This design comes from an exercise in tuning for small area, a short achievable clock period and few clock cycles per item on the open sky130 flow, not from production work.
In this exercise RTL edits were held to simulation tests only and were not proved equivalent to the original.

**flow/design.v**
```verilog
package valu_pkg;
  typedef enum logic [1:0] {
    OP_ADD  = 2'd0,
    OP_SUB  = 2'd1,
    OP_MUL  = 2'd2,
    OP_RSVD = 2'd3
  } valu_op_e;
  typedef enum logic [1:0] {
    ST_IDLE  = 2'd0,
    ST_RUN   = 2'd1,
    ST_DRAIN = 2'd2,
    ST_DONE  = 2'd3
  } valu_state_e;
  localparam int unsigned DRAIN_CYCLES = 2;
  typedef struct packed {
    logic overflow;
    logic zero;
    logic negative;
  } valu_flags_t;
  function automatic logic add_overflow(input logic a_msb, input logic b_msb,
                                        input logic r_msb);
    add_overflow = (a_msb == b_msb) && (r_msb != a_msb);
  endfunction
endpackage
module alu
#(
  parameter int vdw_p    = 32,
  parameter int op_len_p = 2
) (
  input  logic                clk_i,
  input  logic                reset_i,
  input  logic                en_i,
  input  logic [op_len_p-1:0] op_i,
  input  logic [vdw_p-1:0]    a_i,
  input  logic [vdw_p-1:0]    b_i,
  output logic [vdw_p-1:0]    result_o,
  output logic                overflow_o
);
  localparam logic [op_len_p-1:0] OPC_SUB = op_len_p'(valu_pkg::OP_SUB);
  localparam logic [op_len_p-1:0] OPC_MUL = op_len_p'(valu_pkg::OP_MUL);
  logic [vdw_p-1:0]   sum;
  logic [vdw_p-1:0]   diff;
  logic [2*vdw_p-1:0] a_ext;
  logic [2*vdw_p-1:0] b_ext;
  logic [2*vdw_p-1:0] prod;
  logic [vdw_p:0]     prod_hi;
  logic [vdw_p-1:0]   res;
  logic               ovf;
  always_comb begin
    sum   = a_i + b_i;
    diff  = a_i - b_i;
    a_ext = {{vdw_p{a_i[vdw_p-1]}}, a_i};
    b_ext = {{vdw_p{b_i[vdw_p-1]}}, b_i};
    prod  = a_ext * b_ext;
    prod_hi = prod[2*vdw_p-1:vdw_p-1];
    res = sum;
    ovf = valu_pkg::add_overflow(a_i[vdw_p-1], b_i[vdw_p-1], sum[vdw_p-1]);
    if (op_i == OPC_SUB) begin
      res = diff;
      ovf = valu_pkg::add_overflow(a_i[vdw_p-1], ~b_i[vdw_p-1], diff[vdw_p-1]);
    end else if (op_i == OPC_MUL) begin
      res = prod[vdw_p-1:0];
      ovf = !((&prod_hi) || (~|prod_hi));
    end
  end
  always_ff @(posedge clk_i or posedge reset_i) begin
    if (reset_i) begin
      result_o   <= '0;
      overflow_o <= 1'b0;
    end else if (en_i) begin
      result_o   <= res;
      overflow_o <= ovf;
    end
  end
endmodule
module valu_seq
#(
  parameter int vdw_p    = 32,
  parameter int op_len_p = 2,
  parameter int vlen_p   = 16,
  parameter int vregs_p  = 8
) (
  input  logic                         clk_i,
  input  logic                         reset_n_i,
  input  logic                         cmd_v_i,
  output logic                         cmd_ready_o,
  input  logic [op_len_p-1:0]          cmd_op_i,
  input  logic [$clog2(vlen_p+1)-1:0]  cmd_len_i,
  input  logic [$clog2(vregs_p)-1:0]   cmd_vd_i,
  input  logic [$clog2(vregs_p)-1:0]   cmd_vs1_i,
  input  logic [$clog2(vregs_p)-1:0]   cmd_vs2_i,
  output logic                         rd_v_o,
  output logic [$clog2(vregs_p)-1:0]   rd_reg_a_o,
  output logic [$clog2(vregs_p)-1:0]   rd_reg_b_o,
  output logic [$clog2(vlen_p)-1:0]    rd_el_o,
  input  logic [vdw_p-1:0]             rd_a_i,
  input  logic [vdw_p-1:0]             rd_b_i,
  output logic                         wr_v_o,
  output logic [$clog2(vregs_p)-1:0]   wr_reg_o,
  output logic [$clog2(vlen_p)-1:0]    wr_el_o,
  output logic [vdw_p-1:0]             wr_data_o,
  output logic                         done_o,
  output logic                         flag_overflow_o,
  output logic                         flag_zero_o,
  output logic                         flag_negative_o
);
  localparam int LW = $clog2(vlen_p+1);
  localparam int EW = $clog2(vlen_p);
  localparam int RW = $clog2(vregs_p);
  localparam int DW = $clog2(valu_pkg::DRAIN_CYCLES);
  localparam logic [1:0] S_IDLE  = valu_pkg::ST_IDLE;
  localparam logic [1:0] S_RUN   = valu_pkg::ST_RUN;
  localparam logic [1:0] S_DRAIN = valu_pkg::ST_DRAIN;
  localparam logic [1:0] S_DONE  = valu_pkg::ST_DONE;
  logic [1:0]          state_q;
  logic [op_len_p-1:0] op_q;
  logic [LW-1:0]       len_q;
  logic [RW-1:0]       vd_q;
  logic [RW-1:0]       vs1_q;
  logic [RW-1:0]       vs2_q;
  logic [EW-1:0]       el_cnt_q;
  logic [DW-1:0]       drain_cnt_q;
  logic                v_s1_q;
  logic                v_s2_q;
  logic [EW-1:0]       el_s1_q;
  logic [EW-1:0]       el_s2_q;
  valu_pkg::valu_flags_t         flags_q;
  logic [vdw_p-1:0]    alu_res;
  logic                alu_ovf;
  logic                accept;
  logic                last_el;
  assign cmd_ready_o = (state_q == S_IDLE);
  assign accept      = cmd_v_i & cmd_ready_o;
  assign last_el     = ((LW'(el_cnt_q) + LW'(1)) == len_q);
  assign rd_v_o      = (state_q == S_RUN);
  assign rd_reg_a_o  = vs1_q;
  assign rd_reg_b_o  = vs2_q;
  assign rd_el_o     = el_cnt_q;
  assign wr_v_o      = v_s2_q;
  assign wr_reg_o    = vd_q;
  assign wr_el_o     = el_s2_q;
  assign wr_data_o   = alu_res;
  assign done_o          = (state_q == S_DONE);
  assign flag_overflow_o = flags_q.overflow;
  assign flag_zero_o     = flags_q.zero;
  assign flag_negative_o = flags_q.negative;
  always_ff @(posedge clk_i or negedge reset_n_i) begin
    if (!reset_n_i) begin
      state_q     <= S_IDLE;
      el_cnt_q    <= '0;
      drain_cnt_q <= '0;
    end else begin
      case (state_q)
        S_IDLE: begin
          if (accept) begin
            el_cnt_q <= '0;
            state_q  <= (cmd_len_i == '0) ? S_DONE : S_RUN;
          end
        end
        S_RUN: begin
          if (last_el) begin
            state_q     <= S_DRAIN;
            drain_cnt_q <= DW'(valu_pkg::DRAIN_CYCLES - 1);
          end else begin
            el_cnt_q <= el_cnt_q + EW'(1);
          end
        end
        S_DRAIN: begin
          if (drain_cnt_q == '0) begin
            state_q <= S_DONE;
          end else begin
            drain_cnt_q <= drain_cnt_q - DW'(1);
          end
        end
        S_DONE:  state_q <= S_IDLE;
        default: state_q <= S_IDLE;
      endcase
    end
  end
  always_ff @(posedge clk_i or negedge reset_n_i) begin
    if (!reset_n_i) begin
      op_q  <= '0;
      len_q <= '0;
      vd_q  <= '0;
      vs1_q <= '0;
      vs2_q <= '0;
    end else if (accept) begin
      op_q  <= cmd_op_i;
      len_q <= cmd_len_i;
      vd_q  <= cmd_vd_i;
      vs1_q <= cmd_vs1_i;
      vs2_q <= cmd_vs2_i;
    end
  end
  always_ff @(posedge clk_i or negedge reset_n_i) begin
    if (!reset_n_i) begin
      v_s1_q  <= 1'b0;
      v_s2_q  <= 1'b0;
      el_s1_q <= '0;
      el_s2_q <= '0;
    end else begin
      v_s1_q  <= rd_v_o;
      el_s1_q <= rd_el_o;
      v_s2_q  <= v_s1_q;
      el_s2_q <= el_s1_q;
    end
  end
  always_ff @(posedge clk_i or negedge reset_n_i) begin
    if (!reset_n_i) begin
      flags_q <= '0;
    end else if (accept) begin
      flags_q.overflow <= 1'b0;
      flags_q.zero     <= 1'b1;
      flags_q.negative <= 1'b0;
    end else if (v_s2_q) begin
      flags_q.overflow <= flags_q.overflow | alu_ovf;
      flags_q.zero     <= flags_q.zero & (alu_res == '0);
      flags_q.negative <= flags_q.negative | alu_res[vdw_p-1];
    end
  end
  alu #(
    .vdw_p    (vdw_p),
    .op_len_p (op_len_p)
  ) u_alu (
    .clk_i      (clk_i),
    .reset_i    (~reset_n_i),
    .en_i       (v_s1_q),
    .op_i       (op_q),
    .a_i        (rd_a_i),
    .b_i        (rd_b_i),
    .result_o   (alu_res),
    .overflow_o (alu_ovf)
  );
endmodule
```
**flow/run.sh**
```bash
#!/bin/bash
# synth_recipe.tcl (not shown) runs the flow's synth.tcl, then flattens the netlist and writes it again
# the make line also repeats each setting of config.mk as NAME=value (left out here)
make -C /OpenROAD-flow-scripts/flow DESIGN_CONFIG=/design/flow/config.mk WORK_HOME=/design/flow/orfs CLKGATE_MAP_FILE= SYNTH_SCRIPT=/design/flow/synth_recipe.tcl finish
```
**flow/constraint.sdc**
```tcl
create_clock -name core_clock -period 11.5 [get_ports {clk_i}]
set_input_delay 2.3000 -clock core_clock [delete_from_list [all_inputs] [get_ports {clk_i}]]
set_output_delay 2.3000 -clock core_clock [all_outputs]
set_load 0.01 [all_outputs]
```
**flow/config.mk**
```make
export PLATFORM = sky130hd
export DESIGN_NAME = valu_seq
export DESIGN_NICKNAME = valu_seq
export VERILOG_FILES = /design/flow/design.v
export SDC_FILE = /design/flow/constraint.sdc
export NUM_CORES = 4
export LEC_CHECK = 0
export CAP_MARGIN = 20
export CORE_MARGIN = 2
export CORE_UTILIZATION = 45
export SLEW_MARGIN = 20
```
==> out/metrics.yaml <==
clk_latency_ps: 340
clk_pin_slew_ps: 60
portBuffers: 138
die_area_um2: 95400
fin_setup_tns_ps: 0
syn_area_um2: 41800
drt-initial-drc-count: 2235
wl_per_cell_um: 21.3
cts_tree: "done"
yosysSeqAreaShare_pct: 4.13
core-area_um2: 91900
grt_pass1_wl_um: 201000
syn-num-nets: 5921
grt_max_degree: 70
hold_viol: 0
startpoint_type: "input port"
ios: 139
cpMostUsedCell: "fa_1"
skew_ps: 7.87
arrival_ps: 11310
area_growth_pct: 10.6
ys_ff_latch: 69
grt_remaining_overflow: 0
rsz0062_at_grt: "false"
gp_congestion: 0.944
drive_gt1_share_pct: 5.79
cts_buffers: 9
wl_um: 124000
yosysWarnings: 2
cp_max_fo: 30
cts_setup_buffers: 0
cts.sink_count: 69
critPathCaptureType: "flop"
first_pass_iters: 5
critical_path.max_stage_delay_ps: 570
dp_cells: 5839
synthCells: 4502
antenna_left: 0
postCtsHoldBufs: 0
ys_types: 78
fin_crit_ps: 11090
clk_path_buf_depth: 2
synthFlopType: "dfrtp_1"
cp_data_required_time_ps: 11730
n_antenna_cell: 0
async_flop_share_pct: 100
tightest_slew_ps: 1080
hp-class: "flop to flop"
synthMuxAreaShare_pct: 0.763
die_h_um: 309
yosys.area_share.xor_xnor_pct: 2.55
synth_adder_area_share_pct: 59.4
crit_buf_inv: 5
synthTopCellsByArea: "fa_1, ha_1, inv_1"
grt_use_total_pct: 27.4
slew_violations: 0
synth_top_family_by_area: "adder cells"
synth_commonest_cells: "fa_1, inv_1, nand2_1, and2_1, ha_1"
fillers: 8704
synth_compound_area_share_pct: 7.42
antenna_found_initial: 0
crit_family: "adder cells"
grt_pass1_vias: 34900
nNetsFinal: 6026
synth_edf_count: 0
num_rows: 111
vias: 31800
avgSynthCellArea_um2: 9.29
cts-root-buf: "clkbuf_16"
start_util_pct: 45.5
synth_top_cell_by_area: "fa_1"
max_slew_margin_pct: 26.3
min_period_over_period_pct: 96.4
synth.top_cell.area_share_pct: 51.9
die_width_um: 309
cp_slowest_cell: "fa_1"
stdcell_count: 5854
via_per_inst: 5.43
htree_levels: 3
critical_path_class: "input port to flop"
max-cap-violations: 0
dp_hpwl_um: 104000
yosysMostFrequentCell: "fa_1"
status: "finished clean"
synth-simple-area-share_pct: 16.1
drcViolationCount: 0
max_clock_freq_mhz: 90.2
setup_violations: 0
## state kept, by name, summed over array words and instances, names as in the netlist
register          count
vd_q                  3
u_alu.overflow_o      1
v_s2_q                1
u_alu.result_o       32
flags_q               3
v_s1_q                1
el_s1_q               4
vs1_q                 3
vs2_q                 3
state_q               2
len_q                 5
el_cnt_q              4
el_s2_q               4
drain_cnt_q           1
op_q                  2
## layout make-up
type / count / area (µm²) / share of cell area [%]
inverters: 819 / 3070 / 6.65
flip-flops and latches: 69 / 1730 / 3.74
clock inverters: 6 / 113 / 0.243
multi-input cells: 3360 / 36100 / 78.0
repair buffers: 348 / 3490 / 7.55
well taps: 1243 / 1560 / 3.36
clock buffers: 9 / 225 / 0.487
## cell families (layout without fill, tap and decap cells)
group | count (synthesis) | count (layout)
and+or+nand+nor | 1392 | 1392
adders and majority gates | 1336 | 1336
buffers and inverters | 1073 | 1182
AOI/OAI and AO/OA | 481 | 481
xor gates and xnor gates | 122 | 122
DFF | 69 | 69
muxes | 29 | 29
## per-stage QoR
| stage | utilization [%] | instance area [µm²] | hold slack [ps] | worst slack (ps) |
|---|---|---|---|---|
| 2_1_floorplan | - | 41800 | 331 | 228 |
| 3_3_place_gp | 49.9 | 45900 | 334 | 149 |
| 3_5_place_dp | 49.9 | 45900 | 338 | 76.0 |
| 4_1_cts | 50.3 | 46300 | 346 | 397 |
| 5_1_grt | 50.3 | 46300 | 351 | 5.63 |
| 6_report | 50.3 | 46300 | 343 | 415 |
## cells in the final DEF (no fill, tap or decap), types with 42 or more instances in the layout
| cell | n |
|---|---|
| clkdlybuf4s50_1 | 137 |
| nand2b_1 | 42 |
| buf_12 | 43 |
| nor2_1 | 172 |
| buf_4 | 168 |
| ha_1 | 252 |
| a21oi_1 | 157 |
| a21o_1 | 48 |
| inv_1 | 816 |
| nand2_1 | 634 |
| xnor2_1 | 95 |
| dfrtp_1 | 68 |
| o21ai_0 | 77 |
| fa_1 | 1084 |
| and2_1 | 380 |
## routing by layer
metal	wire length [µm]	up-vias	part of all wire, %	GRT usage, %
li1	-	13900	-	-
met1	53400	16800	43	37.7
met2	60500	984	49	46.5
met3	6690	182	5.4	2.59
met4	3820	0	3.1	7.23
met5	0	-	0	0
## path summary, 6_finish.rpt
path / slack [ps] / endpoint / cells after the start / startpoint
worst max-delay path: 410 / u_alu.overflow_o$_DFFE_PN0P_ / 28 / rd_b_i[12]
worst min register to register: 340 / el_s2_q[2]$_DFF_PN0_ / 0 / el_s1_q[2]$_DFF_PN0_
max in group asynchronous: 8740 / v_s1_q$_DFF_PN0_ / 1 / reset_n_i
min in group asynchronous: 2090 / u_alu.result_o[4]$_DFFE_PN0P_ / 1 / reset_n_i
worst min-delay path: 340 / el_s2_q[2]$_DFF_PN0_ / 0 / el_s1_q[2]$_DFF_PN0_
worst max register to register: 8400 / u_alu.overflow_o$_DFFE_PN0P_ / 9 / op_q[0]$_DFFE_PN0P_
## what timing repair did
action / CTS / global route
endpoints found under the hold margin: 0 / 0
setup endpoints to repair: 0 / 1
resized for setup: 0 / 1
Testbench counts, summed over its fixed seeds: cycles 6,944, items 5,408.

-- what the ideal ports hide --
In the flow no input, the clock included, has a driving cell. The finished layout below was timed again as built, in two steps. Step 1, drivers: a clkbuf_16 drives clk_i and a buf_2 each remaining input, both assumed. Step 2 also shifts input and output timing later by t, the mid clock arrival at the registers, as if the neighbouring blocks saw the same clock. Slacks: ideal / step 1 / step 2; pairs: ideal / step 1.
t, ns: 0.377
setup WS [ns]: 0.415 / 0.432 / 0.055
worst setup path after step 2: input to register
worst register clock-pin slew, ns: 0.06 / 0.06
worst slew at a driven data input, ns: 0.06
After both steps setup and hold are still met in this run. For this run, drivers alone change the setup slack by +0.017 ns; drivers and shift together by -0.360 ns.
